Context: an optimization exercise on an open-source flow, tuned for small area, a short achievable clock period and few clock cycles. The choices shown serve that exercise and are no tape-out recipe.
Where RTL was checked, it was by simulation tests only, not by an equivalence proof against the original.
For runs 2 to 5, only the layout was checked, not whether the RTL still works.

==> design/flow/design.v <==
package mfh_pkg;
	localparam int VAL_W = 18;    
	localparam int DEG_W = 9;
	localparam int CFG_W = 16;
	localparam int XW  = 34;
	localparam int YAW = 34;
	localparam int YBW = 27;
	localparam int SW  = 24;      
	localparam logic [CFG_W-1:0] TIMEOUT_RESET = 16'd50;
	localparam logic [7:0] CH_S     = 8'h53;
	localparam logic [7:0] CH_PLUS  = 8'h2B;
	localparam logic [7:0] CH_MINUS = 8'h2D;
	localparam logic [1:0] PH_BLANK = 2'd0;
	localparam logic [1:0] PH_SIGN  = 2'd1;
	localparam logic [1:0] PH_DIGIT = 2'd2;
	localparam logic [1:0] PH_STOP  = 2'd3;
	localparam logic [1:0] RUN_XZ      = 2'd0;
	localparam logic [1:0] RUN_HEADING = 2'd1;
	localparam logic [1:0] RUN_YZ      = 2'd2;
	localparam logic signed [SW-1:0] ATAN0 = 24'sd2949120;
	function automatic logic [SW-1:0] atan_a(input logic [2:0] j);
		logic [SW-1:0] v;
		case (j)
			3'd0:    v = 24'd1740967;
			3'd1:    v = 24'd919879;
			3'd2:    v = 24'd466945;
			3'd3:    v = 24'd234379;
			3'd4:    v = 24'd117304;
			3'd5:    v = 24'd58666;
			3'd6:    v = 24'd29335;
			default: v = 24'd14668;
		endcase
		atan_a = v;
	endfunction
	function automatic logic [SW-1:0] atan_b(input logic [2:0] j);
		logic [SW-1:0] v;
		case (j)
			3'd0:    v = 24'd7334;
			3'd1:    v = 24'd3667;
			3'd2:    v = 24'd1833;
			3'd3:    v = 24'd917;
			3'd4:    v = 24'd458;
			3'd5:    v = 24'd229;
			default: v = 24'd115;
		endcase
		atan_b = v;
	endfunction
endpackage
module mfh_cordic_step #(
	parameter int YW  = 34,
	parameter int SH0 = 1
) (
	input  logic [2:0]                    j,
	input  logic [mfh_pkg::XW-1:0]        x,
	input  logic signed [YW-1:0]          y,
	input  logic signed [mfh_pkg::SW-1:0] s,
	output logic [mfh_pkg::XW-1:0]        x_n,
	output logic signed [YW-1:0]          y_n,
	output logic signed [mfh_pkg::SW-1:0] s_n
);
	localparam int XW = mfh_pkg::XW;
	localparam int SW = mfh_pkg::SW;
	logic                 neg;
	logic signed [YW-1:0] ysh0, ysh;
	logic [XW-1:0]        xsh0, xsh;
	logic [SW-1:0]        t;
	logic signed [XW-1:0] ysh_x;
	logic [XW:0]          x_sum;
	logic [YW:0]          y_sum;
	logic [SW:0]          s_sum;
	assign neg  = y[YW-1];
	assign ysh0 = y >>> SH0;
	assign xsh0 = x >> SH0;
	assign ysh  = ysh0 >>> j;
	assign xsh  = xsh0 >> j;
	assign t    = (SH0 == 1) ? mfh_pkg::atan_a(j) : mfh_pkg::atan_b(j);
	assign ysh_x = ysh;
	assign x_sum = {x, 1'b1} + {ysh_x ^ {XW{neg}}, neg};
	assign y_sum = {y, 1'b1} + {xsh[YW-1:0] ^ {YW{!neg}}, !neg};
	assign s_sum = {s, 1'b1} + {t ^ {SW{neg}}, neg};
	assign x_n = x_sum[XW:1];
	assign y_n = y_sum[YW:1];
	assign s_n = s_sum[SW:1];
endmodule
module magnetometer_frame_heading (
	input  logic                                 clk,
	input  logic                                 arst_n,
	input  logic                                 in_valid,
	output logic                                 in_stall,
	input  logic                                 command,
	input  logic [7:0]                           rx_byte,
	output logic                                 out_valid,
	input  logic                                 out_stall,
	output logic                                 send_request,
	output logic                                 frame_done,
	output logic                                 frame_ok,
	output logic [mfh_pkg::DEG_W-1:0]            heading_deg,
	output logic [mfh_pkg::DEG_W-1:0]            tilt_xz_deg,
	output logic [mfh_pkg::DEG_W-1:0]            tilt_yz_deg,
	output logic signed [mfh_pkg::VAL_W-1:0]     field_x,
	output logic signed [mfh_pkg::VAL_W-1:0]     field_y,
	output logic signed [mfh_pkg::VAL_W-1:0]     field_z,
	input  logic                                 cfg_we,
	input  logic [0:0]                           cfg_index,
	input  logic [mfh_pkg::CFG_W-1:0]            cfg_data
);
	localparam int XW  = mfh_pkg::XW;
	localparam int YAW = mfh_pkg::YAW;
	localparam int YBW = mfh_pkg::YBW;
	localparam int SW  = mfh_pkg::SW;
	localparam int VW  = mfh_pkg::VAL_W;
	localparam int DW  = mfh_pkg::DEG_W;
	logic [15:0]          timeout_q;
	logic                 link_q;
	logic                 in_stall_q;
	logic [4:0]           pos_q;
	logic                 start_q;
	logic [15:0]          silence_q;
	logic                 armed_q;
	logic [1:0]           ph_q;
	logic                 mn_q;
	logic signed [VW-1:0] vx_q, vz_q, vy_q;
	logic [1:0]           ld_q;       
	logic                 jc_q;       
	logic                 a_v_q, a_spec_q, a_ex_q;
	logic [1:0]           a_t_q;
	logic [2:0]           a_code_q, a_j_q;
	logic [XW-1:0]        a_x_q;
	logic signed [YAW-1:0] a_y_q;
	logic signed [SW-1:0] a_s_q;
	logic                 b_v_q, b_spec_q, b_ex_q;
	logic [1:0]           b_t_q;
	logic [2:0]           b_code_q, b_j_q;
	logic [XW-1:0]        b_x_q;
	logic signed [YBW-1:0] b_y_q;
	logic signed [SW-1:0] b_s_q;
	logic                 o_valid_q, o_fill_q;
	logic                 o_send_q, o_done_q, o_ok_q;
	logic [DW-1:0]        o_head_q, o_xz_q, o_yz_q;
	logic signed [VW-1:0] o_x_q, o_y_q, o_z_q;
	logic        in_acc, acc_byte, acc_tick, close, close_now;
	logic [15:0] tick_inc, limit;
	logic        tick_fire, drop, fire_res;
	assign in_acc    = in_valid && !in_stall_q;
	assign acc_byte  = in_acc && !command;
	assign acc_tick  = in_acc && command;
	assign close     = (pos_q == 5'd27);
	assign close_now = acc_byte && close;
	assign tick_inc  = silence_q + 16'd1;
	assign limit     = (timeout_q == 16'd0) ? 16'd1 : timeout_q;
	assign tick_fire = armed_q && (tick_inc >= limit);
	assign drop      = acc_tick && tick_fire;
	assign fire_res  = drop && link_q;
	logic                 win_x, win_z, win_y, win, first;
	logic                 blank, digit, sgn;
	logic [1:0]           ph_cur, ph_nxt;
	logic                 mn_cur, mn_nxt, take_digit;
	logic signed [VW-1:0] v_sel, v_cur, v_nxt, v_dig, dv;
	assign win_x = (pos_q >= 5'd4)  && (pos_q <= 5'd8);
	assign win_z = (pos_q >= 5'd12) && (pos_q <= 5'd16);
	assign win_y = (pos_q >= 5'd20) && (pos_q <= 5'd24);
	assign win   = win_x || win_z || win_y;
	assign first = (pos_q == 5'd4) || (pos_q == 5'd12) || (pos_q == 5'd20);
	assign blank = (rx_byte == 8'h20) || (rx_byte >= 8'h09 && rx_byte <= 8'h0D);
	assign digit = (rx_byte >= 8'h30) && (rx_byte <= 8'h39);
	assign sgn   = (rx_byte == mfh_pkg::CH_PLUS) || (rx_byte == mfh_pkg::CH_MINUS);
	always_comb begin
		v_sel  = win_x ? vx_q : (win_z ? vz_q : vy_q);
		ph_cur = first ? mfh_pkg::PH_BLANK : ph_q;
		mn_cur = first ? 1'b0 : mn_q;
		v_cur  = first ? '0 : v_sel;
		ph_nxt = ph_cur;
		mn_nxt = mn_cur;
		take_digit = 1'b0;
		case (ph_cur)
			mfh_pkg::PH_BLANK: begin
				if (blank) begin
					ph_nxt = mfh_pkg::PH_BLANK;
				end else if (sgn) begin
					ph_nxt = mfh_pkg::PH_SIGN;
					mn_nxt = (rx_byte == mfh_pkg::CH_MINUS);
				end else if (digit) begin
					ph_nxt = mfh_pkg::PH_DIGIT;
					take_digit = 1'b1;
				end else begin
					ph_nxt = mfh_pkg::PH_STOP;
				end
			end
			mfh_pkg::PH_SIGN, mfh_pkg::PH_DIGIT: begin
				if (digit) begin
					ph_nxt = mfh_pkg::PH_DIGIT;
					take_digit = 1'b1;
				end else begin
					ph_nxt = mfh_pkg::PH_STOP;
				end
			end
			default: begin
			end
		endcase
		dv    = {{(VW-4){1'b0}}, rx_byte[3:0]};
		v_dig = (v_cur <<< 3) + (v_cur <<< 1) + (mn_cur ? -dv : dv);
		v_nxt = take_digit ? v_dig : v_cur;
	end
	logic signed [VW-1:0] y_op, x_op;
	logic                 xneg, yneg, xzero, yzero, eqmag, ld_ex, ld_s;
	logic [VW-1:0]        x1, cx, cy;
	logic signed [VW-1:0] y1;
	logic [2:0]           ld_code;
	logic                 ld_ready, a_free, a_load, a_iter, a_xfer, spec_new;
	logic                 b_free, b_wb;
	logic [XW-1:0]        a_x_n;
	logic signed [YAW-1:0] a_y_n;
	logic signed [SW-1:0] a_s_n;
	always_comb begin
		y_op  = (ld_q == mfh_pkg::RUN_YZ) ? vy_q : vx_q;
		x_op  = (ld_q == mfh_pkg::RUN_HEADING) ? vy_q : vz_q;
		xneg  = x_op[VW-1];
		yneg  = y_op[VW-1];
		xzero = (x_op == '0);
		yzero = (y_op == '0);
		ld_s  = xneg ^ yneg;
		cx    = {{(VW-2){1'b0}}, xneg && yneg, ld_s};
		cy    = {{(VW-2){1'b0}}, xneg && !yneg, !ld_s};
		x1    = (x_op ^ {VW{xneg}}) + (y_op ^ {VW{yneg}}) + cx;
		y1    = (y_op ^ {VW{xneg}}) + (x_op ^ {VW{!yneg}}) + cy;
		eqmag = (y1 == '0);
		ld_ex = xzero || yzero || eqmag;
		if (yzero) begin
			ld_code = xneg ? 3'd4 : 3'd0;
		end else if (xzero) begin
			ld_code = yneg ? 3'd6 : 3'd2;
		end else if (eqmag) begin
			ld_code = xneg ? (yneg ? 3'd5 : 3'd3) : (yneg ? 3'd7 : 3'd1);
		end else begin
			ld_code = xneg ? 3'd4 : 3'd0;
		end
	end
	assign ld_ready = (ld_q != 2'd3) && (jc_q || (start_q &&
		((ld_q == mfh_pkg::RUN_XZ) ? (pos_q >= 5'd17) : (pos_q >= 5'd25))));
	assign b_wb     = b_v_q && (b_j_q == 3'd7) && !b_spec_q;
	assign b_free   = !b_v_q || b_wb;
	assign a_xfer   = a_v_q && (a_j_q == 3'd7) && b_free;
	assign a_iter   = a_v_q && ((a_j_q != 3'd7) || b_free);
	assign a_free   = !a_v_q || a_xfer;
	assign a_load   = ld_ready && a_free;
	assign spec_new = !jc_q && !close_now;
	mfh_cordic_step #(.YW(YAW), .SH0(1)) u_step_a (
		.j   (a_j_q),
		.x   (a_x_q),
		.y   (a_y_q),
		.s   (a_s_q),
		.x_n (a_x_n),
		.y_n (a_y_n),
		.s_n (a_s_n)
	);
	logic [XW-1:0]         b_x_n;
	logic signed [YBW-1:0] b_y_n;
	logic signed [SW-1:0]  b_s_n;
	logic signed [9:0]     k_off, v_deg;
	logic signed [7:0]     s_hi;
	logic                  s_frac;
	logic [DW-1:0]         deg;
	mfh_cordic_step #(.YW(YBW), .SH0(9)) u_step_b (
		.j   (b_j_q),
		.x   (b_x_q),
		.y   (b_y_q),
		.s   (b_s_q),
		.x_n (b_x_n),
		.y_n (b_y_n),
		.s_n (b_s_n)
	);
	always_comb begin
		case (b_code_q)
			3'd0:    k_off = 10'sd0;
			3'd1:    k_off = -10'sd45;
			3'd2:    k_off = -10'sd90;
			3'd3:    k_off = -10'sd135;
			3'd4:    k_off = -10'sd180;
			3'd5:    k_off = -10'sd225;
			3'd6:    k_off = -10'sd270;
			default: k_off = -10'sd315;
		endcase
		k_off  = k_off + ((b_t_q == mfh_pkg::RUN_HEADING) ? 10'sd270 : 10'sd180);
		s_hi   = b_s_q[SW-1:16];
		s_frac = |b_s_q[15:0];
		v_deg  = b_ex_q ? k_off : k_off - 10'(s_hi) - 10'(s_frac);
		if (v_deg < 0) begin
			deg = DW'(v_deg + 10'sd360);
		end else if (v_deg >= 10'sd360) begin
			deg = DW'(v_deg - 10'sd360);
		end else begin
			deg = DW'(v_deg);
		end
	end
	logic [4:0]  pos_d;
	logic [1:0]  ld_d, ld_inc;
	logic        jc_d, o_fill_d, o_valid_d, maybe_fire, stall_d;
	always_comb begin
		pos_d = pos_q;
		if (acc_byte) begin
			pos_d = close ? 5'd0 : pos_q + 5'd1;
		end else if (drop) begin
			pos_d = 5'd0;
		end
		ld_inc = ld_q + (a_load ? 2'd1 : 2'd0);
		ld_d   = ld_inc;
		jc_d   = jc_q;
		if (close_now) begin
			if (ld_inc == 2'd3) begin
				ld_d = 2'd0;
				jc_d = 1'b0;
			end else begin
				jc_d = start_q;
			end
		end else if (jc_q) begin
			if (ld_inc == 2'd3) begin
				ld_d = 2'd0;
				jc_d = 1'b0;
			end
		end else if (drop) begin
			ld_d = 2'd0;
		end
		o_fill_d  = o_fill_q;
		o_valid_d = o_valid_q && out_stall;
		if (close_now) begin
			o_fill_d  = start_q;
			o_valid_d = !start_q;
		end else if (fire_res) begin
			o_valid_d = 1'b1;
		end else if (b_wb && b_t_q == mfh_pkg::RUN_YZ) begin
			o_fill_d  = 1'b0;
			o_valid_d = 1'b1;
		end
		maybe_fire = ({1'b0, silence_q} + 17'd2) >= {1'b0, limit};
		stall_d = ((o_fill_d || o_valid_d) && ((pos_d == 5'd27) || maybe_fire))
			|| (jc_d && (((ld_d != mfh_pkg::RUN_YZ) && (pos_d == 5'd4)) || (pos_d == 5'd12)));
	end
	always_ff @(posedge clk or negedge arst_n) begin
		if (!arst_n) begin
			timeout_q  <= mfh_pkg::TIMEOUT_RESET;
			link_q     <= 1'b1;
			in_stall_q <= 1'b0;
			pos_q      <= '0;
			start_q    <= 1'b0;
			silence_q  <= '0;
			armed_q    <= 1'b1;
			ld_q       <= '0;
			jc_q       <= 1'b0;
			a_v_q      <= 1'b0;
			b_v_q      <= 1'b0;
			o_valid_q  <= 1'b0;
			o_fill_q   <= 1'b0;
		end else begin
			if (cfg_we) begin
				if (cfg_index[0]) begin
					link_q <= cfg_data[0];
				end else begin
					timeout_q <= cfg_data;
				end
			end
			in_stall_q <= stall_d;
			pos_q      <= pos_d;
			ld_q       <= ld_d;
			jc_q       <= jc_d;
			o_fill_q   <= o_fill_d;
			o_valid_q  <= o_valid_d;
			if (acc_byte) begin
				silence_q <= '0;
				armed_q   <= 1'b1;
				if (close) begin
					start_q <= 1'b0;
				end else if (pos_q == 5'd0) begin
					start_q <= (rx_byte == mfh_pkg::CH_S);
				end
			end else if (acc_tick && armed_q) begin
				if (tick_fire) begin
					start_q   <= 1'b0;
					silence_q <= '0;
					armed_q   <= link_q;
				end else begin
					silence_q <= tick_inc;
				end
			end
			if (a_load) begin
				a_v_q <= !(drop && spec_new);
			end else if (a_xfer) begin
				a_v_q <= 1'b0;
			end else if (drop && a_spec_q) begin
				a_v_q <= 1'b0;
			end
			if (a_xfer) begin
				b_v_q <= !(drop && a_spec_q);
			end else if (b_wb) begin
				b_v_q <= 1'b0;
			end else if (drop && b_spec_q) begin
				b_v_q <= 1'b0;
			end
		end
	end
	always_ff @(posedge clk) begin
		if (acc_byte && win) begin
			ph_q <= ph_nxt;
			mn_q <= mn_nxt;
			if (win_x) vx_q <= v_nxt;
			if (win_z) vz_q <= v_nxt;
			if (win_y) vy_q <= v_nxt;
		end
		if (a_load) begin
			a_spec_q <= spec_new;
			a_t_q    <= ld_q;
			a_code_q <= ld_code;
			a_ex_q   <= ld_ex;
			a_j_q    <= 3'd0;
			a_x_q    <= {x1, 16'd0};
			a_y_q    <= {y1, 16'd0};
			a_s_q    <= ld_s ? -mfh_pkg::ATAN0 : mfh_pkg::ATAN0;
		end else begin
			if (close_now) begin
				a_spec_q <= 1'b0;
			end
			if (a_iter) begin
				a_j_q <= a_j_q + 3'd1;
				a_x_q <= a_x_n;
				a_y_q <= a_y_n;
				a_s_q <= a_s_n;
			end
		end
		if (a_xfer) begin
			b_spec_q <= a_spec_q && !close_now;
			b_t_q    <= a_t_q;
			b_code_q <= a_code_q;
			b_ex_q   <= a_ex_q;
			b_j_q    <= 3'd0;
			b_x_q    <= a_x_n;
			b_y_q    <= a_y_n[YBW-1:0];
			b_s_q    <= a_s_n;
		end else begin
			if (close_now) begin
				b_spec_q <= 1'b0;
			end
			if (b_v_q && b_j_q != 3'd7) begin
				b_j_q <= b_j_q + 3'd1;
				b_x_q <= b_x_n;
				b_y_q <= b_y_n;
				b_s_q <= b_s_n;
			end
		end
		if (close_now) begin
			o_send_q <= link_q;
			o_done_q <= 1'b1;
			o_ok_q   <= start_q;
			o_head_q <= '0;
			o_xz_q   <= '0;
			o_yz_q   <= '0;
			o_x_q    <= start_q ? vx_q : '0;
			o_y_q    <= start_q ? vy_q : '0;
			o_z_q    <= start_q ? vz_q : '0;
		end else if (fire_res) begin
			o_send_q <= 1'b1;
			o_done_q <= 1'b0;
			o_ok_q   <= 1'b0;
			o_head_q <= '0;
			o_xz_q   <= '0;
			o_yz_q   <= '0;
			o_x_q    <= '0;
			o_y_q    <= '0;
			o_z_q    <= '0;
		end else if (b_wb) begin
			case (b_t_q)
				mfh_pkg::RUN_XZ:      o_xz_q   <= deg;
				mfh_pkg::RUN_HEADING: o_head_q <= deg;
				default:              o_yz_q   <= deg;
			endcase
		end
	end
	assign in_stall     = in_stall_q;
	assign out_valid    = o_valid_q;
	assign send_request = o_send_q;
	assign frame_done   = o_done_q;
	assign frame_ok     = o_ok_q;
	assign heading_deg  = o_head_q;
	assign tilt_xz_deg  = o_xz_q;
	assign tilt_yz_deg  = o_yz_q;
	assign field_x      = o_x_q;
	assign field_y      = o_y_q;
	assign field_z      = o_z_q;
endmodule
==> design/flow/run.sh <==
#!/bin/bash
# synth_recipe.tcl (not shown) runs the flow's synth.tcl, then flattens the netlist and writes it again
# the make line also repeats each setting of config.mk as NAME=value (left out here)
make -C /OpenROAD-flow-scripts/flow DESIGN_CONFIG=/design/flow/config.mk WORK_HOME=/design/flow/orfs CLKGATE_MAP_FILE= SYNTH_SCRIPT=/design/flow/synth_recipe.tcl finish
==> design/flow/config.mk <==
export PLATFORM = sky130hd
export DESIGN_NAME = magnetometer_frame_heading
export DESIGN_NICKNAME = magnetometer_frame_heading
export VERILOG_FILES = /design/flow/design.v
export SDC_FILE = /design/flow/constraint.sdc
export NUM_CORES = 4
export LEC_CHECK = 0
export CAP_MARGIN = 20
export CORE_MARGIN = 2
export CORE_UTILIZATION = 40
export SETUP_SLACK_MARGIN = 2.5
export SLEW_MARGIN = 20
==> design/flow/constraint.sdc <==
create_clock -name core_clock -period 7.5 [get_ports {clk}]
set_input_delay 1.5000 -clock core_clock [delete_from_list [all_inputs] [get_ports {clk}]]
set_output_delay 1.5000 -clock core_clock [all_outputs]
set_load 0.01 [all_outputs]
==> reports/qor.txt, run 1 <==
status = finished clean
Fin Clk Skew = 0.0539 ns
CP required = 7.86 ns
Largest stage delay, worst path = 0.53 ns
clock-pin slew on the worst setup and hold paths = 0.06 ns
pins over their slew limit = 0
Syn Inst Count = 3,707
Data arrival, critical path = 5.17 ns
start point of the worst hold path = a_t_q[1]
hold depth = 0
Top Ports = 117
# DRC = 0
All-Layer GR Usage = 0.216
reg-to-reg critical path endpoint = a_ex_q
number of synthesized flops with an enable pin = 272
CTS tree = done
Slew headroom = 0.406
first-pass GRT wire length = 154,000 um
Hold-fix buffers, CTS = 0
final non-filler cell total = 5,002
drt via density = 5.60
critical path's top delay family = compound AO/OA/AOI/OAI gates
#FFs+latches synth = 386
DP Wirelength = 73,000 um
nets = 4,189
Post-Syn Area = 34,600 sq um
worst skew pair latency = 0.61 ns
Clock Path Buffers = 3
CP max stage cell = fa_1
Fin Setup TNS = 0 ns
Setup crit start kind = flip-flop
RD Place Congestion = 0.879
Tightest Pin Transition = 0.889 ns
GRT overflow = 0
total number of vias = 28,000
Die Y = 298 um
fin crit period = 4.81 ns
ANT nets after route = 0
die area = 88,800 sq um
starting DRC count in detailed routing = 2,091
start of the worst register-to-register path = ld_q[0]
final WL = 99,900 um
most common cell in the netlist = ha_1
Initial Utilization = 0.405
top post-synthesis cells by area = edfxtp_1 (24%), ha_1 (12%), xnor2_1 (7.3%)
crit path cell chain = nand2b_4 > buf_12 > mux2i_4 > buf_12 > inv_1 > ha_2 > fa_1 > ha_1 > inv_1 > fa_2 > nor2b_1 > o21a_1 > o21ai_4 > a2111oi_4 > o21ai_1 > a21oi_1 > nor4_1 > a311o_1 > and4bb_2 > or3_1
PortBufs = 116
CTS root buf = clkbuf_16
Yosys cell types = 94
CTS Buf Count = 47
Crit. End Element = flip-flop
Reg2Reg Setup Slack = 2.69 ns
largest net degree at the start of global routing = 85
post-route cell area = 39,800 sq um
Final setup viols = 0
Min-Delay Endpoint = b_t_q[1]
top cell type's share of synthesized area = 0.236
vias in the first global route = 27,000
H-tree depth = 2
Synth Warn # = 3
worst r2r path cells = 20
routed length per instance = 20.0 um
max-cap violations = 0
initial antenna violation count = 2
fmax = 208 MHz
synth cell count leaders = ha_1 (318), nand2_1 (294), nor2_1 (293)
CTS sink cnt = 386
RSZ-0062 raised after global routing = true
area delta synth->final = 15.0%
sequential share of the synthesized area = 0.309
Placed Area = 36,900 sq um
Final Cycle Share = 0.642
Syn Nets = 4,079
first-pass iteration count of the detailed router = 6
syn_area_per_cell = 9.33 sq um
Hold Vio Cnt, Final = 0
dominant cell type by area after synthesis = edfxtp_1
CP bufs+invs = 4
DP Cell Count = 4,831
top_reg_cell synth = edfxtp_1
Async S/R FF share, synth = 0.124
layout cells sized above 1 = 0.106
CP Max Fanout = 10
Core ar. = 85,400 sq um
Rows = 107
CP Class = reg -> reg
DIE WIDTH = 298 um
min-delay worst type = reg -> reg
-- layer usage --
| layer | up-vias | wire, um | track usage |
|---|---|---|---|
| met5 | - | 9 | 0 |
| met4 | 2 | 3760 | 0.0846 |
| met3 | 180 | 4610 | 0.0283 |
| met2 | 682 | 47000 | 0.355 |
| met1 | 13400 | 44500 | 0.289 |
| li1 | 13800 | - | - |
-- how the worst max path moves through the flow --
stage               start  endpoint  slack [ns]  cells past startpoint
2_1_floorplan     ld_q[1]    a_ex_q        2.43                     21
3_3_place_gp   rx_byte[0]  vx_q[16]        1.48                     17
3_5_place_dp   rx_byte[0]  vy_q[16]        1.43                     17
4_1_cts           ld_q[0]    a_ex_q        2.47                     21
5_1_grt           ld_q[1]    a_ex_q        2.38                     22
6_report          ld_q[0]    a_ex_q        2.69                     20
-- layout by cell type (no fill, tap or decap), types with 20 or more instances in the layout --
| master | n |
|---|---|
| fa_1 | 20 |
| o22ai_1 | 28 |
| mux4_2 | 63 |
| nor2_1 | 290 |
| and2_1 | 76 |
| nor2b_1 | 52 |
| mux2i_1 | 184 |
| a31oi_1 | 35 |
| clkbuf_16 | 52 |
| o21bai_1 | 31 |
| nand2b_1 | 49 |
| dfxtp_1 | 60 |
| nand2_1 | 289 |
| nand4_1 | 28 |
| a21oi_1 | 245 |
| inv_1 | 111 |
| o21a_1 | 46 |
| and3_1 | 36 |
| edfxtp_1 | 272 |
| nand3_1 | 51 |
| xor2_1 | 173 |
| a211oi_1 | 51 |
| dfrtp_1 | 40 |
| o21ai_0 | 200 |
| clkdlybuf4s50_1 | 111 |
| nor3_1 | 57 |
| a21o_1 | 98 |
| xnor2_1 | 289 |
| nor4_1 | 24 |
| buf_4 | 96 |
| ha_1 | 311 |
-- registers in the layout, indices dropped and copies added, names as in the netlist, 18 cells and up --
signal	flops
b_x_q	34
vz_q	18
o_x_q	18
vy_q	18
a_s_q	24
o_y_q	18
a_x_q	34
vx_q	18
b_s_q	24
o_z_q	18
a_y_q	34
b_y_q	27
-- worst register-to-register path: cells and delay by family, from the launching register on --
| family | cells | cell delay, ns |
|---|---|---|
| compound gates | 6 | 1.29 |
| fa+ha+maj | 4 | 1.25 |
| buf+inv | 4 | 0.42 |
| flops | 1 | 0.42 |
| mux | 1 | 0.27 |
| simple gates | 5 | 0.92 |
-- kinds of logic after synthesis --
kind of cell | synth area share
xor gates and xnor gates | 0.117
DFF | 0.309
AOI/OAI and AO/OA | 0.167
and+or+nand+nor | 0.143
muxes | 0.102
adders and majority gates | 0.129
buffers and inverters | 0.0329
-- through the flow --
| stage | worst slack [ns] | hold WS (ns) | utilization |
|---|---|---|---|
| final | 2.69 | 0.416 | 0.466 |
| after global routing | 2.38 | 0.437 | 0.466 |
| after CTS | 2.47 | 0.419 | 0.457 |
| after detailed placement | 1.43 | 0.409 | 0.432 |
| after global placement | 1.48 | 0.407 | 0.432 |
| after floorplan | 2.43 | 0.400 | - |
-- area by class of cell --
class | instances | area [sq um]
fill | 8249 | 45600
multi-input combinational | 3023 | 23200
sequential | 386 | 10700
timing repair buffer | 236 | 2330
tap | 1144 | 1430
clock buffer | 65 | 1340
inverter | 123 | 479
clock inverter | 23 | 240
antenna | 2 | 5.00
-- timing repair --
item | 4_1_cts | 5_1_grt
gates cloned | 3 | 3
gates resized for setup | 57 | 82
endpoints found under the setup margin | 78 | 57
pin swaps | 10 | 27
buffers inserted | 28 | 47
Testbench counts, summed over its fixed seeds: cycles 7,288.
==> run 2, diff against run 1 <==
--- a/design/flow/design.v
+++ b/design/flow/design.v
@@ -103,3 +103,3 @@
 	input  logic                                 cfg_we,
-	input  logic [0:0]                           cfg_index,
+	input  logic                                 cfg_index,
 	input  logic [mfh_pkg::CFG_W-1:0]            cfg_data
@@ -354,3 +354,3 @@
 			if (cfg_we) begin
-				if (cfg_index[0]) begin
+				if (cfg_index) begin
 					link_q <= cfg_data[0];
--- a/design/flow/config.mk
+++ b/design/flow/config.mk
@@ -10,3 +10,3 @@
 export CORE_UTILIZATION = 40
-export SETUP_SLACK_MARGIN = 2.5
+export SETUP_SLACK_MARGIN = 1.5
 export SLEW_MARGIN = 20
==> run 2 against run 1 <==
Design area shrank 2.8%; register-to-register slack worse by 0.83 ns; sequential cell count unchanged; setup slack got worse by 0.85 ns; still clean; core utilization is 1.3 points lower; clock skew down 0.0067 ns; synthesized cell count did not move; highest routed layer is now met4; area after synthesis is the same.
==> reports/qor.txt, run 2 <==
Data arrival, critical path = 6.01 ns (+0.84 ns)
total number of vias = 27,600 (-1.6%)
CTS sink cnt = 386 (unchanged)
Top Ports = 117 (unchanged)
max-cap violations = 0 (unchanged)
clock-pin slew on the worst setup and hold paths = 0.06 ns (about the same)
RSZ-0062 raised after global routing = true
Top Registers = a_x_q x34, a_y_q x34, b_x_q x34
first-pass iteration count of the detailed router = 6 (unchanged)
routed length per instance = 19.7 um (-1.2%)
Setup crit start kind = input port
most common cell in the netlist = ha_1
layout cells sized above 1 = 0.0704 (-0.0352)
Clock Path Buffers = 3 (unchanged)
most frequent cells in the layout = ha_1 (318), nor2_1 (293), nand2_1 (291)
first-pass GRT wire length = 153,000 um (-0.83%)
Initial Utilization = 0.405 (unchanged)
Final setup viols = 0 (unchanged)
CP Max Fanout = 8 (-2)
#FFs+latches synth = 386 (unchanged)
All-Layer GR Usage = 0.214 (-0.00242)
Syn Nets = 4,079 (unchanged)
area of the multi-input gates = 22,900 sq um (-1.7%)
Yosys cell types = 94 (unchanged)
Fin Clk Skew = 0.0473 ns (-0.00668 ns)
# DRC = 0 (unchanged)
H-tree depth = 2 (unchanged)
Synth Warn # = 3 (unchanged)
Slew headroom = 0.366 (-0.0401)
worst skew pair latency = 0.65 ns (+0.04 ns)
Crit. End Element = flip-flop
CP bufs+invs = 1 (-3)
ANT nets after route = 0 (unchanged)
critical path's top delay family = compound AO/OA/AOI/OAI gates
Rows = 107 (unchanged)
GRT overflow = 0 (unchanged)
synth cell count leaders = ha_1 (318), nand2_1 (294), nor2_1 (293)
Hold Vio Cnt, Final = 0 (unchanged)
pins over their slew limit = 0 (unchanged)
Die Y = 298 um (unchanged)
Critical Path Most Common Cell = o21ai_0
Final Cycle Share = 0.756 (+0.114)
CTS root buf = clkbuf_16
CP required = 7.84 ns (-0.02 ns)
final WL = 97,100 um (-2.7%)
DP Cell Count = 4,834 (+0.062%)
number of synthesized flops with an enable pin = 272 (unchanged)
top_reg_cell synth = edfxtp_1
Syn Inst Count = 3,707 (unchanged)
area delta synth->final = 11.8%
CTS tree = done
final non-filler cell total = 4,925 (-1.5%)
min-delay worst type = reg -> reg
syn_area_per_cell = 9.33 sq um (unchanged)
most common cell after layout, fill and taps aside = ha_1
Final Util = 0.453 (-0.0131)
fin crit period = 5.67 ns (+0.855 ns)
status = finished clean
Core ar. = 85,400 sq um (unchanged)
drt via density = 5.60 (about the same)
PortBufs = 116 (unchanged)
RD Place Congestion = 0.893 (+1.7%)
starting DRC count in detailed routing = 2,125 (+1.6%)
fmax = 176 MHz (-15%)
Fin Setup TNS = 0 ns (unchanged)
CP Class = in -> reg
top post-synthesis cells by area = edfxtp_1 (24%), ha_1 (12%), xnor2_1 (7.3%)
CP max stage cell = clkdlybuf4s50_1
Largest stage delay, worst path = 0.57 ns (+0.04 ns)
DIE WIDTH = 298 um (unchanged)
top cell type's share of synthesized area = 0.236 (unchanged)
Tightest Pin Transition = 0.951 ns (+0.0620 ns)
crit path cell chain = clkdlybuf4s50_1 > nor3_1 > ha_1 > nand2_1 > o21ai_0 > fa_1 > fa_1 > a21o_1 > a21oi_1 > o21bai_1 > a21oi_1 > o21bai_1 > a21o_1 > a211oi_1 > o21ai_0 > a31oi_1 > xor2_1 > o21ai_0
dominant cell type by area after synthesis = edfxtp_1
# fillers = 8,331 (+0.99%)
Post-Syn Area = 34,600 sq um (unchanged)
Reg area = 10,700 sq um (about the same)
sequential share of the synthesized area = 0.309 (unchanged)
nets = 4,114 (-1.8%)
DP Wirelength = 73,500 um (+0.68%)
Async S/R FF share, synth = 0.124 (unchanged)
initial antenna violation count = 0 (-2)
largest net degree at the start of global routing = 71 (-16%)
vias in the first global route = 26,800 (-0.57%)
die area = 88,800 sq um (unchanged)
CTS Buf Count = 48 (+2.1%)
## run 2: layout make-up
class	instances	share of cell area
Multi-Input combinational cell	3022	0.591
Tap cell	1144	0.0370
Sequential cell	386	0.277
Timing Repair Buffer	161	0.0396
Inverter	123	0.0119
Clock buffer	54	0.0322
Antenna cell	1	0.0000647
Clock inverter	34	0.0111
## run 2: worst reg2reg max path: stages, from the launching register on
cell and delay (ns):
dfrtp_1 0.42, nand2b_1 0.13, buf_4 0.32, mux2i_4 0.30, buf_4 0.49, xnor2_1 0.18
fa_1 0.51, ha_1 0.16, inv_1 0.05, fa_1 0.39, nor2b_1 0.13, o21a_1 0.13
o21ai_0 0.19, a2111oi_2 0.49, o21ai_0 0.22, a21oi_2 0.22, nor4_1 0.06, a311o_1 0.35
and4bb_2 0.27, or3_1 0.36
## run 2: repair_timing
action / CTS / global route
hold buffers: 0 / 0
buffers inserted: 0 / 1
setup endpoints to repair: 2 / 10
pin swaps: 0 / 1
resized for setup: 1 / 12
endpoints found under the hold margin: 0 / 0
gates cloned: 0 / 1
## run 2: routing by layer
layer,vias to the layer above,routed length [um],track usage
met5,-,0,0
met4,0,3080,0.0689
met3,136,4040,0.0225
met2,593,46400,0.366
met1,13300,43600,0.283
li1,13600,-,-
## run 2: logic make-up (layout without fill, tap and decap cells)
kind of cell / after synthesis / in the layout / share of synthesized area
buffers and inverters: 299 / 372 / 0.0329
multiplexers: 269 / 269 / 0.102
adder cells (fa/ha/maj): 342 / 342 / 0.129
AO/OA/AOI/OAI: 910 / 910 / 0.167
other: 0 / 1 / 0
XOR/XNOR: 464 / 464 / 0.117
flip-flops: 386 / 386 / 0.309
AND/OR/NAND/NOR: 1037 / 1037 / 0.143
## run 2: path summary, 6_finish.rpt
path | startpoint | end | slack, ns | depth (start not counted)
worst max register to register | ld_q[0] | a_ex_q | 1.86 | 19
max in group asynchronous | arst_n | pos_q[3] | 6.11 | 2
worst max-delay path | rx_byte[2] | vz_q[16] | 1.83 | 18
min in group asynchronous | arst_n | silence_q[9] | 0.96 | 2
worst min-delay path | a_code_q[1] | b_code_q[1] | 0.42 | 0
worst min register to register | a_code_q[1] | b_code_q[1] | 0.42 | 0
## run 2: per-stage QoR
step | instance area, sq um | hold slack [ns] | worst slack [ns]
final | 38700 | 0.423 | 1.83
after global routing | 38700 | 0.438 | 1.47
after CTS | 38600 | 0.426 | 1.51
after detailed placement | 36900 | 0.411 | 1.22
after global placement | 36900 | 0.405 | 1.27
after floorplan | 34600 | 0.400 | 1.93
==> run 3, diff against run 2 <==
--- a/design/flow/design.v
+++ b/design/flow/design.v
@@ -60,13 +60,8 @@
 );
-	localparam int XW = mfh_pkg::XW;
-	localparam int SW = mfh_pkg::SW;
-	logic                 neg;
-	logic signed [YW-1:0] ysh0, ysh;
-	logic [XW-1:0]        xsh0, xsh;
-	logic [SW-1:0]        t;
-	logic signed [XW-1:0] ysh_x;
-	logic [XW:0]          x_sum;
-	logic [YW:0]          y_sum;
-	logic [SW:0]          s_sum;
-	assign neg  = y[YW-1];
+	logic                          up;
+	logic signed [YW-1:0]          ysh0, ysh;
+	logic [mfh_pkg::XW-1:0]        xsh0, xsh;
+	logic [mfh_pkg::SW-1:0]        t;
+	logic signed [mfh_pkg::XW-1:0] ysh_x;
+	assign up   = !y[YW-1];
 	assign ysh0 = y >>> SH0;
@@ -77,8 +72,5 @@
 	assign ysh_x = ysh;
-	assign x_sum = {x, 1'b1} + {ysh_x ^ {XW{neg}}, neg};
-	assign y_sum = {y, 1'b1} + {xsh[YW-1:0] ^ {YW{!neg}}, !neg};
-	assign s_sum = {s, 1'b1} + {t ^ {SW{neg}}, neg};
-	assign x_n = x_sum[XW:1];
-	assign y_n = y_sum[YW:1];
-	assign s_n = s_sum[SW:1];
+	assign x_n = up ? x + ysh_x : x - ysh_x;
+	assign y_n = up ? y - YW'(xsh) : y + YW'(xsh);
+	assign s_n = up ? s + t : s - t;
 endmodule
@@ -148,3 +140,3 @@
 	assign close_now = acc_byte && close;
-	assign tick_inc  = silence_q + 16'd1;
+	assign tick_inc  = (silence_q == 16'hFFFF) ? silence_q : silence_q + 16'd1;
 	assign limit     = (timeout_q == 16'd0) ? 16'd1 : timeout_q;
@@ -205,3 +197,4 @@
 	logic                 xneg, yneg, xzero, yzero, eqmag, ld_ex, ld_s;
-	logic [VW-1:0]        x1, cx, cy;
+	logic [VW-2:0]        ax, ay;
+	logic [VW-1:0]        x1;
 	logic signed [VW-1:0] y1;
@@ -218,11 +211,9 @@
 		yneg  = y_op[VW-1];
+		ax    = xneg ? (VW-1)'(-x_op) : x_op[VW-2:0];
+		ay    = yneg ? (VW-1)'(-y_op) : y_op[VW-2:0];
 		xzero = (x_op == '0);
 		yzero = (y_op == '0);
-		ld_s  = xneg ^ yneg;
-		cx    = {{(VW-2){1'b0}}, xneg && yneg, ld_s};
-		cy    = {{(VW-2){1'b0}}, xneg && !yneg, !ld_s};
-		x1    = (x_op ^ {VW{xneg}}) + (y_op ^ {VW{yneg}}) + cx;
-		y1    = (y_op ^ {VW{xneg}}) + (x_op ^ {VW{!yneg}}) + cy;
-		eqmag = (y1 == '0);
+		eqmag = (ax == ay);
 		ld_ex = xzero || yzero || eqmag;
+		ld_s  = xneg ^ yneg;
 		if (yzero) begin
@@ -236,2 +227,4 @@
 		end
+		x1 = VW'(ax) + VW'(ay);
+		y1 = ld_s ? $signed(VW'(ax) - VW'(ay)) : $signed(VW'(ay) - VW'(ax));
 	end
--- a/design/flow/config.mk
+++ b/design/flow/config.mk
@@ -10,3 +10,3 @@
 export CORE_UTILIZATION = 40
-export SETUP_SLACK_MARGIN = 1.5
+export SETUP_SLACK_MARGIN = 4.5
 export SLEW_MARGIN = 20
==> run 3 against run 2 <==
Highest routed layer unchanged; critical path depth is 1 higher; design area is 40% higher; still clean on timing, DRC and antenna; first-iteration DRC count is 39% higher; hold slack worse by 0.0064 ns; wire length is 39% higher; area after synthesis is 9.8% higher; largest cell class unchanged; via count is 33% higher; clock-buffer cell count is 10 higher; core utilization is 12 points higher.
==> reports/qor.txt, run 3 <==
Syn Nets = 4,753 (+17%)
Critical Path Stages = 19 (+1)
Critical path origin = a_j_q[0]
CP Capture Point = b_x_q[32]
fin crit period = 5.21 ns (-0.455 ns)
CP Max Fanout = 6 (-2)
GRT overflow = 0 (unchanged)
Final Cycle Share = 0.695 (-0.0607)
status = finished clean
CTS tree = done
die area = 97,400 sq um (+9.6%)
fmax = 192 MHz (+8.7%)
Post-Syn Area = 38,000 sq um (+9.8%)
#FFs+latches synth = 386 (unchanged)
# DRC = 0 (unchanged)
number of synthesized flops with an enable pin = 272 (unchanged)
Hold Vio Cnt, Final = 0 (unchanged)
CTS sink cnt = 386 (unchanged)
most common cell in the netlist = nor2_1
pins over their slew limit = 0 (unchanged)
Clock Path Buffers = 3 (unchanged)
Die Y = 312 um (+4.7%)
Reg2Reg Setup Slack = 2.29 ns (+0.43 ns)
Syn Inst Count = 4,371 (+18%)
top cell type's share of synthesized area = 0.215 (-0.0210)
CP max stage cell = mux4_2
top_reg_cell synth = edfxtp_1
Setup crit start kind = flip-flop
drt via density = 5.88 (+5.0%)
CTS Buf Count = 49 (+2.1%)
PortBufs = 116 (unchanged)
Fin Setup TNS = 0 ns (unchanged)
dominant cell type by area after synthesis = edfxtp_1
RSZ-0062 raised after global routing = true
DP Wirelength = 85,400 um (+16%)
synth cell count leaders = nor2_1 (419), nand2_1 (395), a21oi_1 (389)
reg-to-reg critical path endpoint = b_x_q[32]
final non-filler cell total = 6,226 (+26%)
Crit. End Element = flip-flop
nets = 5,303 (+29%)
Synth Warn # = 3 (unchanged)
min-delay worst type = reg -> reg
start of the worst register-to-register path = a_j_q[0]
clock-pin slew on the worst setup and hold paths = 0.06 ns (about the same)
RD Place Congestion = 0.934 (+4.6%)
diode count = 0 (-1)
layout cells sized above 1 = 0.354 (+0.283)
most common cell after layout, fill and taps aside = buf_4
Data arrival, critical path = 5.57 ns (-0.44 ns)
initial antenna violation count = 0 (unchanged)
area delta synth->final = 42.4%
# fillers = 7,819 (-6.1%)
total number of vias = 36,600 (+33%)
most frequent cells in the layout = buf_4 (374), nand2_1 (338), nor2_1 (337)
worst skew pair latency = 0.64 ns (about the same)
sequential share of the synthesized area = 0.282 (-0.0275)
CTS root buf = clkbuf_16
All-Layer GR Usage = 0.253 (+0.0387)
vias in the first global route = 35,200 (+31%)
max-cap violations = 0 (unchanged)
routed length per instance = 21.7 um (+10%)
ANT nets after route = 0 (unchanged)
Slew headroom = 0.361 (-0.00533)
top post-synthesis cells by area = edfxtp_1 (22%), ha_1 (11%), a21oi_1 (5.1%)
Top Registers = a_x_q x34, a_y_q x34, b_x_q x34
Async S/R FF share, synth = 0.124 (unchanged)
CP Class = reg -> reg
Initial Utilization = 0.401 (-0.00361)
critical path's top delay family = simple AND/OR/NAND/NOR gates
Rows = 113 (+5.6%)
Final setup viols = 0 (unchanged)
worst r2r path cells = 19 (unchanged)
start point of the worst hold path = a_code_q[2]
starting DRC count in detailed routing = 2,964 (+39%)
Core ar. = 94,600 sq um (+11%)
Top Ports = 117 (unchanged)
largest net degree at the start of global routing = 101 (+42%)
Fin Clk Skew = 0.0487 ns (+0.00144 ns)
syn_area_per_cell = 8.69 sq um (-6.9%)
Tightest Pin Transition = 0.955 ns (+0.00446 ns)
H-tree depth = 2 (unchanged)
CP required = 7.85 ns (about the same)
CP bufs+invs = 1 (unchanged)
Largest stage delay, worst path = 0.60 ns (+0.03 ns)
final WL = 135,000 um (+39%)
Yosys cell types = 115 (+22%)
first-pass iteration count of the detailed router = 6 (unchanged)
crit path cell chain = buf_8 > mux4_2 > nor3_1 > nor2_2 > nor4_4 > nand2_1 > nor2_4 > a41oi_2 > xor2_1 > ha_1 > nand3_4 > nor4_4 > a32oi_2 > a41oi_2 > o2111ai_4 > a21oi_2 > o21ai_2 > xnor2_2 > o211a_1
first-pass GRT wire length = 198,000 um (+30%)
DP Cell Count = 5,577 (+15%)
DIE WIDTH = 312 um (+4.7%)
==> run 3: cell types whose count changed after synthesis, sizes merged, moves of 21 or more <==
cell   before  now
inv       120  172
nand3      52   80
a21oi     253  389
o21ai     224  286
buf        39   77
nor2      294  421
nand2     294  395
xnor2     290  222
mux2       17   46
a21o       98   77
a31oi      36   60
nor3       61  141
==> run 3: cell families after synthesis <==
logic type,after synthesis,share of synthesized area
compound gates,1189,0.196
xor+xnor,393,0.0912
fa+ha+maj,352,0.121
buf+inv,381,0.0420
flops,386,0.282
mux,280,0.0964
simple gates,1390,0.172
==> run 3: worst register-to-register path: cells and delay by family, from the launching register on <==
kind            cells  cell delay (ns)
fa+ha+maj           1             0.38
compound gates      7             1.24
buf+inv             1             0.15
mux                 1             0.60
flops               1             0.41
xor+xnor            2             0.36
simple gates        7             1.79
==> run 3: final cells by class <==
class                      count  area [sq um]  area share
sequential                   386         10700       0.199
tap                         1265          1580      0.0293
clock buffer                  64          1290      0.0239
timing repair buffer         687          6880       0.127
clock inverter                27           349     0.00646
timing repair inverter         3          26.3    0.000486
multi-input combinational   3620         32500       0.600
inverter                     174           741      0.0137
==> run 3: repair_timing <==
action                                  CTS  global route
endpoints found under the hold margin     0             0
resized for setup                       718           596
endpoints found under the setup margin  690           499
gates cloned                             28            10
pin swaps                               281           370
buffers inserted                        327           193
hold buffers                              0             0
==> run 3: worst min-delay path by stage <==
stage,endpoint,slack (ns),cells past startpoint
finish,b_code_q[2],0.42,0
global route,b_code_q[2],0.42,0
CTS,b_code_q[2],0.42,0
detailed placement,b_code_q[2],0.40,0
global placement,b_code_q[2],0.40,0
floorplan,b_code_q[0],0.40,0
==> run 3: through the flow <==
stage	cell area [sq um]	hold slack, ns	util	setup WS (ns)
after floorplan	39900	0.400	-	2.70
after global placement	41600	0.405	0.439	1.63
after detailed placement	41600	0.405	0.439	1.58
after CTS	49400	0.418	0.522	2.39
after global routing	54100	0.423	0.572	2.17
final	54100	0.416	0.572	2.29
==> run 3: metal layers <==
layer	routed length [um]	track usage	vias up
li1	-	-	17100
met1	56000	0.334	17900
met2	65600	0.428	1317
met3	8530	0.0317	309
met4	4970	0.0825	0
met5	0	0	-
==> run 4, diff against run 3 <==
--- a/design/flow/config.mk
+++ b/design/flow/config.mk
@@ -10,3 +10,3 @@
 export CORE_UTILIZATION = 40
-export SETUP_SLACK_MARGIN = 4.5
+export SETUP_SLACK_MARGIN = 3
 export SLEW_MARGIN = 20
==> run 4 against run 3 <==
Still clean on timing, DRC and antenna; first-iteration DRC count increased by 14%; sequential cell count did not move; sequential share of layout area is 2.2 points higher; clock-buffer cell count shrank 10; synthesized cell count did not move; critical path depth rose by 4; register-to-register slack gained 0.02 ns.
==> reports/qor.txt, run 4 <==
syn_area_per_cell = 8.69 sq um (unchanged)
Synth Warn # = 3 (unchanged)
Placed Area = 40,500 sq um (-2.5%)
critical path's top delay family = compound AO/OA/AOI/OAI gates
Hold Vio Cnt, Final = 0 (unchanged)
CTS tree = done
ANT nets after route = 0 (unchanged)
dominant cell type by area after synthesis = edfxtp_1
Final setup viols = 0 (unchanged)
Top Ports = 117 (unchanged)
Crit. End Element = flip-flop
Data arrival, critical path = 5.54 ns (-0.03 ns)
GRT overflow = 0 (unchanged)
Largest stage delay, worst path = 0.58 ns (-0.02 ns)
Syn Inst Count = 4,371 (unchanged)
Core ar. = 94,600 sq um (unchanged)
top cell type's share of synthesized area = 0.215 (unchanged)
Slew headroom = 0.126 (-0.235)
Rows = 113 (unchanged)
Top Registers = a_x_q x34, a_y_q x34, b_x_q x34
Final Cycle Share = 0.692 (-0.00274)
total number of vias = 35,200 (-3.8%)
CP required = 7.85 ns (about the same)
number of synthesized flops with an enable pin = 272 (unchanged)
largest net degree at the start of global routing = 95 (-5.9%)
DIE WIDTH = 312 um (unchanged)
Initial Utilization = 0.401 (unchanged)
top post-synthesis cells by area = edfxtp_1 (22%), ha_1 (11%), a21oi_1 (5.1%)
sequential share of the synthesized area = 0.282 (unchanged)
most common cell after layout, fill and taps aside = nor2_1
CTS sink cnt = 386 (unchanged)
CTS Buf Count = 49 (unchanged)
die area = 97,400 sq um (unchanged)
Yosys cell types = 115 (unchanged)
most frequent cells in the layout = nor2_1 (381), nand2_1 (367), a21oi_1 (314)
H-tree depth = 2 (unchanged)
Final Util = 0.515 (-0.0571)
min-delay worst type = reg -> reg
vias in the first global route = 33,700 (-4.5%)
first-pass iteration count of the detailed router = 6 (unchanged)
Hold-fix buffers, CTS = 0 (unchanged)
RD Place Congestion = 0.955 (+2.2%)
Die Y = 312 um (unchanged)
initial antenna violation count = 3 (+3)
All-Layer GR Usage = 0.241 (-0.0113)
clock-pin slew on the worst setup and hold paths = 0.06 ns (about the same)
CP Max Fanout = 7 (+1)
RSZ-0062 raised after global routing = true
Async S/R FF share, synth = 0.124 (unchanged)
final non-filler cell total = 6,008 (-3.5%)
# fillers = 8,530 (+9.1%)
starting DRC count in detailed routing = 3,384 (+14%)
drt via density = 5.86 (-0.30%)
pins over their slew limit = 0 (unchanged)
post-route cell area = 48,700 sq um (-10%)
Reg area = 10,700 sq um (-0.10%)
area of the multi-input gates = 29,500 sq um (-9.2%)
Post-Syn Area = 38,000 sq um (unchanged)
Fin Setup TNS = 0 ns (unchanged)
area delta synth->final = 28.2%
final WL = 125,000 um (-7.5%)
first-pass GRT wire length = 190,000 um (-4.4%)
CP max stage cell = mux4_2
layout cells sized above 1 = 0.248 (-0.105)
crit path cell chain = buf_6 > buf_4 > mux4_2 > nor3_2 > a21oi_1 > nor4_4 > o21ai_2 > nor2_4 > buf_4 > a31oi_1 > xnor2_1 > ha_1 > a21oi_1 > o21ai_1 > a21oi_2 > o21bai_1 > a21o_1 > o41ai_4 > buf_4 > o221ai_4 > o41ai_2 > xor2_1 > o22ai_1
Critical Path Most Common Cell = buf_4
Fin Clk Skew = 0.0310 ns (-0.0177 ns)
routed length per instance = 20.8 um (-4.2%)
Clock Path Buffers = 3 (unchanged)
worst skew pair latency = 0.63 ns (about the same)
fmax = 193 MHz (+0.40%)
Setup crit start kind = flip-flop
CTS root buf = clkbuf_16
most common cell in the netlist = nor2_1
#FFs+latches synth = 386 (unchanged)
status = finished clean
synth cell count leaders = nor2_1 (419), nand2_1 (395), a21oi_1 (389)
DP Cell Count = 5,584 (+0.13%)
DP Wirelength = 84,900 um (-0.62%)
# DRC = 0 (unchanged)
Syn Nets = 4,753 (unchanged)
PortBufs = 116 (unchanged)
CP Class = reg -> reg
fin crit period = 5.19 ns (-0.0206 ns)
CP bufs+invs = 4 (+3)
max-cap violations = 0 (unchanged)
nets = 5,081 (-4.2%)
top_reg_cell synth = edfxtp_1
Tightest Pin Transition = 1.31 ns (+0.350 ns)
## run 4: cell counts after synthesis
No cell type changed its count.
## run 4: area by class of cell
type / count / share of cell area
Antenna cell: 4 / 0.000206
Timing Repair Buffer: 478 / 0.0918
Tap cell: 1265 / 0.0325
Clock inverter: 37 / 0.00959
Clock buffer: 54 / 0.0258
Multi-Input combinational cell: 3610 / 0.606
Sequential cell: 386 / 0.220
Inverter: 174 / 0.0142
## run 4: repair_timing
item,CTS,global route
resized for setup,441,335
hold endpoints to repair,0,0
pin swaps,185,199
buffers inserted,201,115
gates cloned,10,3
endpoints found under the setup margin,359,196
## run 4: logic make-up (layout without fill, tap and decap cells)
group                    after synthesis  count (layout)  share of synthesized area
AO/OA/AOI/OAI                       1189            1192                      0.196
XOR/XNOR                             393             394                     0.0912
adder cells (fa/ha/maj)              352             352                      0.121
buffers and inverters                381             743                     0.0420
flip-flops                           386             386                      0.282
multiplexers                         280             280                     0.0964
other                                  0               4                          0
AND/OR/NAND/NOR                     1390            1392                      0.172
## run 4: final timing paths
| check | cells past startpoint | to | startpoint | slack [ns] |
|---|---|---|---|---|
| hold reg to reg | 0 | b_t_q[1] | a_t_q[1] | 0.42 |
| min in group asynchronous | 2 | o_valid_q | arst_n | 0.98 |
| max in group asynchronous | 2 | ld_q[1] | arst_n | 6.06 |
| setup reg to reg | 23 | a_y_q[33] | a_j_q[0] | 2.31 |
| setup / recovery | 23 | a_y_q[33] | a_j_q[0] | 2.31 |
| hold / removal | 0 | b_t_q[1] | a_t_q[1] | 0.42 |
## run 4: routing by layer
layer | wire, um | vias up | GRT usage | part of all wire
met5 | 0 | - | 0 | 0
met3 | 8380 | 285 | 0.0311 | 0.067
met4 | 4550 | 0 | 0.0821 | 0.036
met2 | 57100 | 1341 | 0.390 | 0.46
met1 | 54900 | 17000 | 0.333 | 0.44
li1 | - | 16600 | - | -
## run 4: per-stage QoR
| step | hold slack, ns | setup WS (ns) |
|---|---|---|
| detailed placement | 0.405 | 1.32 |
| CTS | 0.416 | 2.47 |
| floorplan | 0.400 | 2.69 |
| global placement | 0.402 | 1.41 |
| finish | 0.416 | 2.31 |
| global route | 0.432 | 2.19 |
## run 4: worst reg2reg max path, cell delays in order (launching register included)
cell      delay [ns]
dfxtp_4         0.43
buf_6           0.13
buf_4           0.10
mux4_2          0.58
nor3_2          0.20
a21oi_1         0.10
nor4_4          0.40
o21ai_2         0.17
nor2_4          0.15
buf_4           0.12
a31oi_1         0.08
xnor2_1         0.18
ha_1            0.36
a21oi_1         0.17
o21ai_1         0.10
a21oi_2         0.17
o21bai_1        0.09
a21o_1          0.20
o41ai_4         0.33
buf_4           0.20
o221ai_4        0.13
o41ai_2         0.26
xor2_1          0.18
o22ai_1         0.09
==> run 5, diff against run 4 <==
--- a/design/flow/design.v
+++ b/design/flow/design.v
@@ -20,28 +20,23 @@
 	localparam logic signed [SW-1:0] ATAN0 = 24'sd2949120;
-	function automatic logic [SW-1:0] atan_a(input logic [2:0] j);
+	function automatic logic [SW-1:0] atan_entry(input logic [3:0] i);
 		logic [SW-1:0] v;
-		case (j)
-			3'd0:    v = 24'd1740967;
-			3'd1:    v = 24'd919879;
-			3'd2:    v = 24'd466945;
-			3'd3:    v = 24'd234379;
-			3'd4:    v = 24'd117304;
-			3'd5:    v = 24'd58666;
-			3'd6:    v = 24'd29335;
-			default: v = 24'd14668;
-		endcase
-		atan_a = v;
-	endfunction
-	function automatic logic [SW-1:0] atan_b(input logic [2:0] j);
-		logic [SW-1:0] v;
-		case (j)
-			3'd0:    v = 24'd7334;
-			3'd1:    v = 24'd3667;
-			3'd2:    v = 24'd1833;
-			3'd3:    v = 24'd917;
-			3'd4:    v = 24'd458;
-			3'd5:    v = 24'd229;
+		case (i)
+			4'd0:  v = 24'd2949120;
+			4'd1:  v = 24'd1740967;
+			4'd2:  v = 24'd919879;
+			4'd3:  v = 24'd466945;
+			4'd4:  v = 24'd234379;
+			4'd5:  v = 24'd117304;
+			4'd6:  v = 24'd58666;
+			4'd7:  v = 24'd29335;
+			4'd8:  v = 24'd14668;
+			4'd9:  v = 24'd7334;
+			4'd10: v = 24'd3667;
+			4'd11: v = 24'd1833;
+			4'd12: v = 24'd917;
+			4'd13: v = 24'd458;
+			4'd14: v = 24'd229;
 			default: v = 24'd115;
 		endcase
-		atan_b = v;
+		atan_entry = v;
 	endfunction
@@ -70,3 +65,3 @@
 	assign xsh  = xsh0 >> j;
-	assign t    = (SH0 == 1) ? mfh_pkg::atan_a(j) : mfh_pkg::atan_b(j);
+	assign t    = mfh_pkg::atan_entry(4'(SH0) + 4'(j));
 	assign ysh_x = ysh;
--- a/design/flow/config.mk
+++ b/design/flow/config.mk
@@ -10,3 +10,2 @@
 export CORE_UTILIZATION = 40
-export SETUP_SLACK_MARGIN = 3
 export SLEW_MARGIN = 20
==> run 5 against run 4 <==
Still clean on timing, DRC and antenna; die area rose by 3.5%; clock skew is 0.0056 ns higher; hold slack improved by 0.031 ns; largest cell class unchanged.
==> reports/qor.txt, run 5 <==
status = finished clean
Data arrival, critical path = 7.12 ns (+1.58 ns)
Fin Clk Skew = 0.0366 ns (+0.00563 ns)
#FFs+latches synth = 386 (unchanged)
dominant cell type by area after synthesis = edfxtp_1
mux share of post-synthesis cell area = 0.101 (+0.00505)
PostCTS Resize Cnt = 0 (-100%)
Tightest Pin Transition = 1.04 ns (-0.267 ns)
starting DRC count in detailed routing = 2,769 (-18%)
max-cap violations = 0 (unchanged)
DIE WIDTH = 318 um (+1.8%)
Reg2Reg Setup Slack = 0.79 ns (-1.52 ns)
die area = 101,000 sq um (+3.5%)
sequential share of the synthesized area = 0.272 (-0.00978)
top cell type's share of synthesized area = 0.208 (-0.00747)
All-Layer GR Usage = 0.229 (-0.0125)
nets = 4,928 (-3.0%)
Yosys cell types = 111 (-3.5%)
Min-Delay Endpoint = o_done_q
Core ar. = 98,000 sq um (+3.6%)
Post-Syn Area = 39,300 sq um (+3.6%)
most common cell in the netlist = nor2_1
RD Place Congestion = 0.937 (-1.9%)
first-pass iteration count of the detailed router = 5 (-1)
number of synthesized flops with an enable pin = 272 (unchanged)
Compound-Gate Fraction of Synth Area = 0.197 (+0.000741)
Final Util = 0.441 (-0.0732)
Hold-fix buffers, CTS = 0 (unchanged)
start of the worst register-to-register path = a_j_q[1]
Fin Setup TNS = 0 ns (unchanged)
H-tree depth = 2 (unchanged)
Top Registers = a_x_q x34, a_y_q x34, b_x_q x34
Setup crit start kind = flip-flop
fmax = 149 MHz (-23%)
Async S/R FF share, synth = 0.124 (unchanged)
Slew headroom = 0.307 (+0.181)
drt via density = 5.81 (-0.93%)
pins over their slew limit = 0 (unchanged)
syn_area_per_cell = 8.64 sq um (-0.52%)
top_reg_cell synth = edfxtp_1
min-delay worst type = reg -> reg
post-route cell area = 43,300 sq um (-11%)
area delta synth->final = 9.97%
GRT overflow = 0 (unchanged)
CP required = 7.90 ns (+0.05 ns)
DP Wirelength = 90,400 um (+6.6%)
CTS sink cnt = 386 (unchanged)
Critical path origin = a_j_q[1]
Placed Area = 41,500 sq um (+2.4%)
Hold Vio Cnt, Final = 0 (unchanged)
worst r2r path cells = 28 (+22%)
Syn Nets = 4,940 (+3.9%)
vias in the first global route = 32,800 (-2.5%)
diode count = 0 (-4)
ANT nets after route = 0 (unchanged)
largest net degree at the start of global routing = 67 (-29%)
Synth Warn # = 3 (unchanged)
first-pass GRT wire length = 187,000 um (-1.2%)
Syn Inst Count = 4,552 (+4.1%)
CTS root buf = clkbuf_16
final WL = 119,000 um (-4.9%)
CP Class = reg -> reg
reg-to-reg critical path endpoint = b_s_q[23]
RSZ-0062 raised after global routing = false
simple-gate area share of the yosys netlist = 0.176 (+0.00447)
Largest stage delay, worst path = 0.82 ns (+0.24 ns)
Final Cycle Share = 0.895 (+0.203)
PortBufs = 116 (unchanged)
initial antenna violation count = 1 (-2)
clock-pin slew on the worst setup and hold paths = 0.06 ns (about the same)
Top Ports = 117 (unchanged)
Final setup viols = 0 (unchanged)
start point of the worst hold path = o_done_q
CTS tree = done
top post-synthesis cells by area = edfxtp_1 (21%), ha_1 (11%), xnor2_1 (5.3%)
fin crit period = 6.71 ns (+1.52 ns)
hold depth = 2 (+2)
Rows = 115 (+1.8%)
Clock Path Buffers = 3 (unchanged)
CP Max Fanout = 36 (+29)
total number of vias = 34,100 (-3.3%)
Post-Synth Adder-Cell Area = 0.119 (-0.00229)
Crit. End Element = flip-flop
Die Y = 318 um (+1.8%)
largest family of logic cells by synthesized area = compound AO/OA/AOI/OAI gates
most frequent cells in the layout = nor2_1 (429), nand2_1 (396), a21oi_1 (387)
# DRC = 0 (unchanged)
total setup buffers inserted after CTS = 0 (-100%)
# fillers = 9,603 (+13%)
XOR/XNOR Fraction of Synth Area = 0.0909 (-0.000301)
Initial Utilization = 0.401 (about the same)
CP max stage cell = ha_1
synth cell count leaders = nor2_1 (429), nand2_1 (398), a21oi_1 (387)
worst skew pair latency = 0.64 ns (about the same)
layout cells sized above 1 = 0.0718 (-0.177)
most common cell after layout, fill and taps aside = nor2_1
CTS Buf Count = 48 (-2.0%)
routed length per instance = 20.2 um (-2.6%)
[run 5: cell types whose count changed after synthesis, moves of 12 or more]
cell	change
mux2i_1	+38
o21ai_0	+21
clkbuf_1	+13
nor4b_1	+16
o21ai_1	-19
and3_1	+17
xnor2_1	+16
a21o_1	+12
[run 5: area by class of cell]
class	count	area [sq um]	area share
clock buffers	67	1410	0.0326
clock inverters	23	339	0.00784
inverters	174	654	0.0151
multi-input cells	3763	27000	0.624
flip-flops and latches	386	10700	0.248
well taps	1287	1610	0.0372
repair buffers	167	1550	0.0359
[run 5: worst max path at each step]
stage	endpoint	slack (ns)
3_5_place_dp	b_s_q[23]	0.89
3_3_place_gp	b_s_q[23]	0.83
5_1_grt	b_s_q[23]	0.18
2_1_floorplan	b_s_q[23]	0.82
4_1_cts	b_s_q[23]	0.85
6_report	b_s_q[23]	0.79
[run 5: logic make-up (layout without fill, tap and decap cells)]
family / after synthesis / after routing
AO/OA/AOI/OAI: 1237 / 1237
XOR/XNOR: 408 / 408
adder cells (fa/ha/maj): 358 / 358
buffers and inverters: 403 / 431
flip-flops: 386 / 386
multiplexers: 317 / 317
AND/OR/NAND/NOR: 1443 / 1443
[run 5: through the flow]
stage               hold WS (ns)  instances  setup slack (ns)
floorplan                  0.400       4552             0.823
global placement           0.433       5777             0.834
detailed placement         0.448       5777             0.892
CTS                        0.452       5867             0.847
global route               0.462       5867             0.176
finish                     0.447       5867             0.788
[run 5: worst max-delay path, delay by kind of cell, from the launching register on]
kind	cells	cell delay, ns
xor gates and xnor gates	2	0.26
adders and majority gates	4	1.64
buffers and inverters	4	0.43
DFF	1	0.68
AOI/OAI and AO/OA	10	2.47
and+or+nand+nor	8	0.99
[run 5: metal layers]
metal,share of wire,GRT usage,vias to the layer above,wire length (um)
met1,0.46,0.313,16200,54200
met3,0.050,0.0252,204,5910
met4,0.038,0.0819,0,4460
li1,-,-,16700,-
met5,0,0,-,0
met2,0.46,0.374,983,54200

re-timing with driven ports:
Ports are ideal in the flow. The routed layouts listed here were re-timed in OpenROAD.
Step 1 sets driving cells, clkbuf_16 on the clock port and buf_2 on the other inputs (assumed; they add their load-dependent delay and slew).
Step 2, shift: input delay + t, output delay - t, t = (earliest + latest rising clock arrival at the registers) / 2. This alone moves slack from input paths to output paths.
a / b / c = ideal / step 1 / step 2; a / b = the first two.
| run | shift t [ns] | setup slack, ns | worst setup path at the end | latest minus earliest clock arrival (ns) | cell pins on the clock port's net |
|---|---|---|---|---|---|
| run 1 | 0.649 | 2.687 / 2.687 / 2.176 | input to register | 0.054 / 0.054 | 1 |
| run 2 | 0.688 | 1.832 / 1.862 / 1.188 | input to register | 0.047 / 0.047 | 1 |
| run 3 | 0.691 | 2.287 / 2.287 / 2.287 | register to register | 0.050 / 0.049 | 1 |
| run 4 | 0.680 | 2.308 / 2.308 / 2.308 | register to register | 0.033 / 0.033 | 1 |
| run 5 | 0.686 | 0.788 / 0.788 / 0.788 | register to register | 0.040 / 0.040 | 1 |
After both steps every run listed still meets setup and hold. For run 2, which loses most, drivers alone change the setup slack by +0.030 ns; drivers and shift together by -0.644 ns.
